What follows belongs to an exercise in optimizing a design on an open flow for small area; a production flow would make more cautious choices.
Only simulation tests tie the RTL to the original design; equivalence was not proved.
No activity file was given, so power comes from the tool's default toggle rates.

==> inputs of 09-28 <==
==> flow/design.v <==
module reg_file #(
    parameter int XLEN           = 32,
    parameter bit CLEAR_ON_RESET = 1'b1
) (
    input  logic            clk,
    input  logic            rst,
    input  logic [4:0]      rs1_addr,
    input  logic [4:0]      rs2_addr,
    output logic [XLEN-1:0] reg1,
    output logic [XLEN-1:0] reg2,
    input  logic            we,
    input  logic [4:0]      rd_addr,
    input  logic [XLEN-1:0] rd_data,
    input  logic [4:0]      dbg_addr,
    output logic [XLEN-1:0] dbg_data,
    output logic            busy
);
    typedef enum logic {IDLE = 1'b0, CLEAR = 1'b1} state_t;
    state_t          state;
    logic [4:0]      clr_idx;
    logic            clearing;
    logic [XLEN-1:0] x [31:1];
    logic            wr_ok;
    always_ff @(posedge clk) begin
        if (rst) begin
            state    <= CLEAR_ON_RESET ? CLEAR : IDLE;
            clr_idx  <= 5'd1;
            clearing <= CLEAR_ON_RESET;
        end else begin
            case (state)
                CLEAR: begin
                    if (clr_idx == 5'd31) begin
                        state    <= IDLE;
                        clearing <= 1'b0;
                    end else begin
                        clr_idx <= clr_idx + 5'd1;
                    end
                end
                default: begin
                    state    <= IDLE;
                    clearing <= 1'b0;
                end
            endcase
        end
    end
    assign busy  = clearing | rst;
    assign wr_ok = we && !busy && (rd_addr != 5'd0);
    always_ff @(posedge clk) begin
        if (!rst) begin
            if (state == CLEAR)
                x[clr_idx] <= '0;
            else if (wr_ok)
                x[rd_addr] <= rd_data;
        end
    end
    always_comb begin
        reg1     = '0;
        reg2     = '0;
        dbg_data = '0;
        if (!busy) begin
            if (rs1_addr != 5'd0)
                reg1 = (wr_ok && rd_addr == rs1_addr) ? rd_data : x[rs1_addr];
            if (rs2_addr != 5'd0)
                reg2 = (wr_ok && rd_addr == rs2_addr) ? rd_data : x[rs2_addr];
            if (dbg_addr != 5'd0)
                dbg_data = x[dbg_addr];
        end
    end
endmodule
==> flow/run.sh <==
#!/bin/bash
# synth_recipe.tcl (not shown) runs the flow's synth.tcl, then flattens the netlist and writes it again
# the make line also repeats each setting of config.mk as NAME=value (left out here)
make -C /OpenROAD-flow-scripts/flow DESIGN_CONFIG=/design/flow/config.mk WORK_HOME=/design/flow/orfs CLKGATE_MAP_FILE= SYNTH_SCRIPT=/design/flow/synth_recipe.tcl finish
==> flow/config.mk <==
export PLATFORM = sky130hd
export DESIGN_NAME = reg_file
export DESIGN_NICKNAME = reg_file
export VERILOG_FILES = /design/flow/design.v
export SDC_FILE = /design/flow/constraint.sdc
export NUM_CORES = 4
export LEC_CHECK = 0
export CAP_MARGIN = 20
export CORE_MARGIN = 2
export CORE_UTILIZATION = 30
export PLACE_DENSITY = 0.5
export SLEW_MARGIN = 20
==> flow/constraint.sdc <==
create_clock -name core_clock -period 8.0 [get_ports {clk}]
set_input_delay 1.6000 -clock core_clock [delete_from_list [all_inputs] [get_ports {clk}]]
set_output_delay 1.6000 -clock core_clock [all_outputs]
set_load 0.01 [all_outputs]
==> 08-27 (differences from 09-28) <==
==> flow/design.v, changed modules only <==
module rf_aoi22 (
    input  logic a0, b0, a1, b1,
    output logic y
);
    assign y = ~((a0 & b0) | (a1 & b1));
endmodule
module rf_hold (
    input  logic q, h, d, w,
    output logic y
);
    assign y = (q & h) | (d & w);
endmodule
module rf_mux32 (
    input  logic [31:0] d,
    input  logic [31:0] s,
    output logic        y
);
    logic [15:0] t;
    for (genvar g = 0; g < 16; g++) begin : g_aoi
        assign t[g] = ~((d[2*g] & s[2*g]) | (d[2*g+1] & s[2*g+1]));
    end
    assign y = ~&t;
endmodule
module rf_mux31 (
    input  logic [30:0] d,
    input  logic [30:0] s,
    output logic        y
);
    logic [15:0] t;
    for (genvar g = 0; g < 15; g++) begin : g_aoi
        assign t[g] = ~((d[2*g] & s[2*g]) | (d[2*g+1] & s[2*g+1]));
    end
    assign t[15] = ~(d[30] & s[30]);
    assign y = ~&t;
endmodule
module reg_file #(
    parameter int XLEN           = 32,
    parameter bit CLEAR_ON_RESET = 1'b1
) (
    input  logic            clk,
    input  logic            rst,
    input  logic [4:0]      rs1_addr,
    input  logic [4:0]      rs2_addr,
    output logic [XLEN-1:0] reg1,
    output logic [XLEN-1:0] reg2,
    input  logic            we,
    input  logic [4:0]      rd_addr,
    input  logic [XLEN-1:0] rd_data,
    input  logic [4:0]      dbg_addr,
    output logic [XLEN-1:0] dbg_data,
    output logic            busy
);
    logic [4:0]      clr_idx;
    logic [XLEN-1:0] x [31:1];
    always_ff @(posedge clk) begin
        if (rst)
            clr_idx <= 5'd1;
        else if (clr_idx != 5'd0)
            clr_idx <= clr_idx + 5'd1;
    end
    assign busy = rst | (clr_idx != 5'd0);
    logic [31:1] wen, hold, sel1, sel2, seld;
    logic        byp1, byp2;
    assign byp1 = we & !busy & (rd_addr != 5'd0) & (rd_addr == rs1_addr);
    assign byp2 = we & !busy & (rd_addr != 5'd0) & (rd_addr == rs2_addr);
    always_comb begin
        for (int i = 1; i < 32; i++) begin
            wen[i]  = we & !busy & (rd_addr == i[4:0]);
            hold[i] = !busy & !(we & (rd_addr == i[4:0]));
            sel1[i] = !busy & !byp1 & (rs1_addr == i[4:0]);
            sel2[i] = !busy & !byp2 & (rs2_addr == i[4:0]);
            seld[i] = !busy & (dbg_addr == i[4:0]);
        end
    end
    logic [XLEN-1:0] x_d [31:1];
    for (genvar i = 1; i < 32; i++) begin : g_row
        for (genvar j = 0; j < XLEN; j++) begin : g_bit
            rf_hold u (.q(x[i][j]), .h(hold[i]), .d(rd_data[j]), .w(wen[i]), .y(x_d[i][j]));
        end
    end
    always_ff @(posedge clk) begin
        for (int i = 1; i < 32; i++)
            x[i] <= x_d[i];
    end
    for (genvar j = 0; j < XLEN; j++) begin : g_rd
        logic [31:1] col;
        always_comb begin
            for (int i = 1; i < 32; i++)
                col[i] = x[i][j];
        end
        rf_mux32 u_r1 (.d({col, rd_data[j]}), .s({sel1, byp1}), .y(reg1[j]));
        rf_mux32 u_r2 (.d({col, rd_data[j]}), .s({sel2, byp2}), .y(reg2[j]));
        rf_mux31 u_rd (.d(col),               .s(seld),         .y(dbg_data[j]));
    end
endmodule
==> flow/flow/run.sh (new file) <==
#!/bin/bash
cp standard.sh standard_sh.log
export BUFFER_PORTS_ARGS="-buffer_cell sky130_fd_sc_hd__buf_1"
export CTS_ARGS="-sink_clustering_enable -repair_clock_nets -dont_use_dummy_load -buf_list sky130_fd_sc_hd__clkbuf_16 -sink_clustering_size 24 -sink_clustering_max_diameter 150"
bash standard.sh > standard.log 2>&1
==> flow/standard.sh (new file) <==
#!/bin/bash
# synth_recipe.tcl (not shown) runs the flow's synth.tcl, then flattens the netlist and writes it again
# the make line also repeats each setting of config.mk as NAME=value (left out here)
make -C /OpenROAD-flow-scripts/flow DESIGN_CONFIG=/design/flow/config.mk WORK_HOME=/design/flow/orfs CLKGATE_MAP_FILE= SYNTH_SCRIPT=/design/flow/synth_recipe.tcl "${@:-finish}"
Settings changed: CAP_MARGIN 20 to 10, CTS_BUF_LIST set to sky130_fd_sc_hd__clkbuf_16, CTS_CLUSTER_DIAMETER set to 150, CTS_CLUSTER_SIZE set to 24, SLEW_MARGIN 20 to 10, SYNTH_HIERARCHICAL set to 1.
removed: flow/run.sh
==> 06-23 (differences from 09-28) <==
==> flow/design.v, changed modules only <==
module rf_aoi22 (
    input  logic a0, b0, a1, b1,
    output logic y
);
    assign y = ~((a0 & b0) | (a1 & b1));
endmodule
module rf_hold (
    input  logic q, h, d, w,
    output logic y
);
    assign y = (q & h) | (d & w);
endmodule
module rf_mux32 (
    input  logic [31:0] d,
    input  logic [31:0] s,
    output logic        y
);
    logic [15:0] t;
    for (genvar g = 0; g < 16; g++) begin : g_aoi
        assign t[g] = ~((d[2*g] & s[2*g]) | (d[2*g+1] & s[2*g+1]));
    end
    assign y = ~&t;
endmodule
module rf_mux31 (
    input  logic [30:0] d,
    input  logic [30:0] s,
    output logic        y
);
    logic [15:0] t;
    for (genvar g = 0; g < 15; g++) begin : g_aoi
        assign t[g] = ~((d[2*g] & s[2*g]) | (d[2*g+1] & s[2*g+1]));
    end
    assign t[15] = ~(d[30] & s[30]);
    assign y = ~&t;
endmodule
module reg_file #(
    parameter int XLEN           = 32,
    parameter bit CLEAR_ON_RESET = 1'b1
) (
    input  logic            clk,
    input  logic            rst,
    input  logic [4:0]      rs1_addr,
    input  logic [4:0]      rs2_addr,
    output logic [XLEN-1:0] reg1,
    output logic [XLEN-1:0] reg2,
    input  logic            we,
    input  logic [4:0]      rd_addr,
    input  logic [XLEN-1:0] rd_data,
    input  logic [4:0]      dbg_addr,
    output logic [XLEN-1:0] dbg_data,
    output logic            busy
);
    logic [4:0]      clr_idx;
    logic [XLEN-1:0] x [31:1];
    always_ff @(posedge clk) begin
        if (rst)
            clr_idx <= 5'd1;
        else if (clr_idx != 5'd0)
            clr_idx <= clr_idx + 5'd1;
    end
    assign busy = rst | (clr_idx != 5'd0);
    logic [31:1] wen, hold, sel1, sel2, seld;
    logic        byp1, byp2;
    assign byp1 = we & !busy & (rd_addr != 5'd0) & (rd_addr == rs1_addr);
    assign byp2 = we & !busy & (rd_addr != 5'd0) & (rd_addr == rs2_addr);
    always_comb begin
        for (int i = 1; i < 32; i++) begin
            wen[i]  = we & !busy & (rd_addr == i[4:0]);
            hold[i] = !busy & !(we & (rd_addr == i[4:0]));
            sel1[i] = !busy & !byp1 & (rs1_addr == i[4:0]);
            sel2[i] = !busy & !byp2 & (rs2_addr == i[4:0]);
            seld[i] = !busy & (dbg_addr == i[4:0]);
        end
    end
    logic [XLEN-1:0] x_d [31:1];
    for (genvar i = 1; i < 32; i++) begin : g_row
        for (genvar j = 0; j < XLEN; j++) begin : g_bit
            rf_hold u (.q(x[i][j]), .h(hold[i]), .d(rd_data[j]), .w(wen[i]), .y(x_d[i][j]));
        end
    end
    always_ff @(posedge clk) begin
        for (int i = 1; i < 32; i++)
            x[i] <= x_d[i];
    end
    for (genvar j = 0; j < XLEN; j++) begin : g_rd
        logic [31:1] col;
        always_comb begin
            for (int i = 1; i < 32; i++)
                col[i] = x[i][j];
        end
        rf_mux32 u_r1 (.d({col, rd_data[j]}), .s({sel1, byp1}), .y(reg1[j]));
        rf_mux32 u_r2 (.d({col, rd_data[j]}), .s({sel2, byp2}), .y(reg2[j]));
        rf_mux31 u_rd (.d(col),               .s(seld),         .y(dbg_data[j]));
    end
endmodule
Settings changed: CTS_BUF_LIST set to sky130_fd_sc_hd__clkbuf_16, CTS_CLUSTER_DIAMETER set to 150, CTS_CLUSTER_SIZE set to 24, SYNTH_HIERARCHICAL set to 1.
==> comparison <==
06-23 ran to the end with no violations. 08-27 produced a clean layout. 09-28 produced a clean layout.
Sequential power is about the same in 06-23 and 08-27.
The highest design area belongs to 09-28, the lowest to 08-27.
In first-iteration DRC count, 06-23 is at 2.6 times the value of 09-28.
Against 08-27, the hold slack of 06-23 is higher by 0.0017 ns.
Against 06-23, the die area of 09-28 is higher by about 20%.
Area after synthesis is the same in 06-23 and 08-27.
In 08-27 the clock skew is higher than in 09-28, by 0.0046 ns.
Between 06-23 and 09-28, the lower synthesized cell count is in 09-28 (gap 37%, measured against 09-28).
In 06-23 the clock power is lower than in 09-28, by about 44%.

-- re-timing with driven ports --
The results above use ideal ports. As a check the final layouts listed here were re-extracted and re-timed, cells and wires unchanged. Step 1 assumes that a clkbuf_16 drives the clock port and a buf_2 every other input. Step 2 adds t to the input delays and takes it off the output delays; t is the mean of the earliest and latest rising clock arrival at the registers after step 1. Input paths then give back, and output paths get back, about the clock's delay inside the block. Three values: ideal ports, drivers, drivers and shift; two values: the first two.
run | t, ns | setup WS [ns] | hold slack, ns | latest minus earliest clock arrival (ns)
09-28 | 0.824 | 1.144 / 1.102 / 1.102 | 0.601 / 0.601 / 0.601 | 0.030 / 0.030
08-27 | 0.786 | 1.066 / 1.035 / 1.035 | 0.548 / 0.548 / 0.548 | 0.033 / 0.032
06-23 | 0.802 | 0.425 / 0.403 / 0.403 | 0.549 / 0.549 / 0.549 | 0.039 / 0.040
After both steps setup and hold are still met in every run listed. The setup slack of 09-28, which loses most, moves by -0.042 ns with the drivers and by -0.042 ns with both steps.
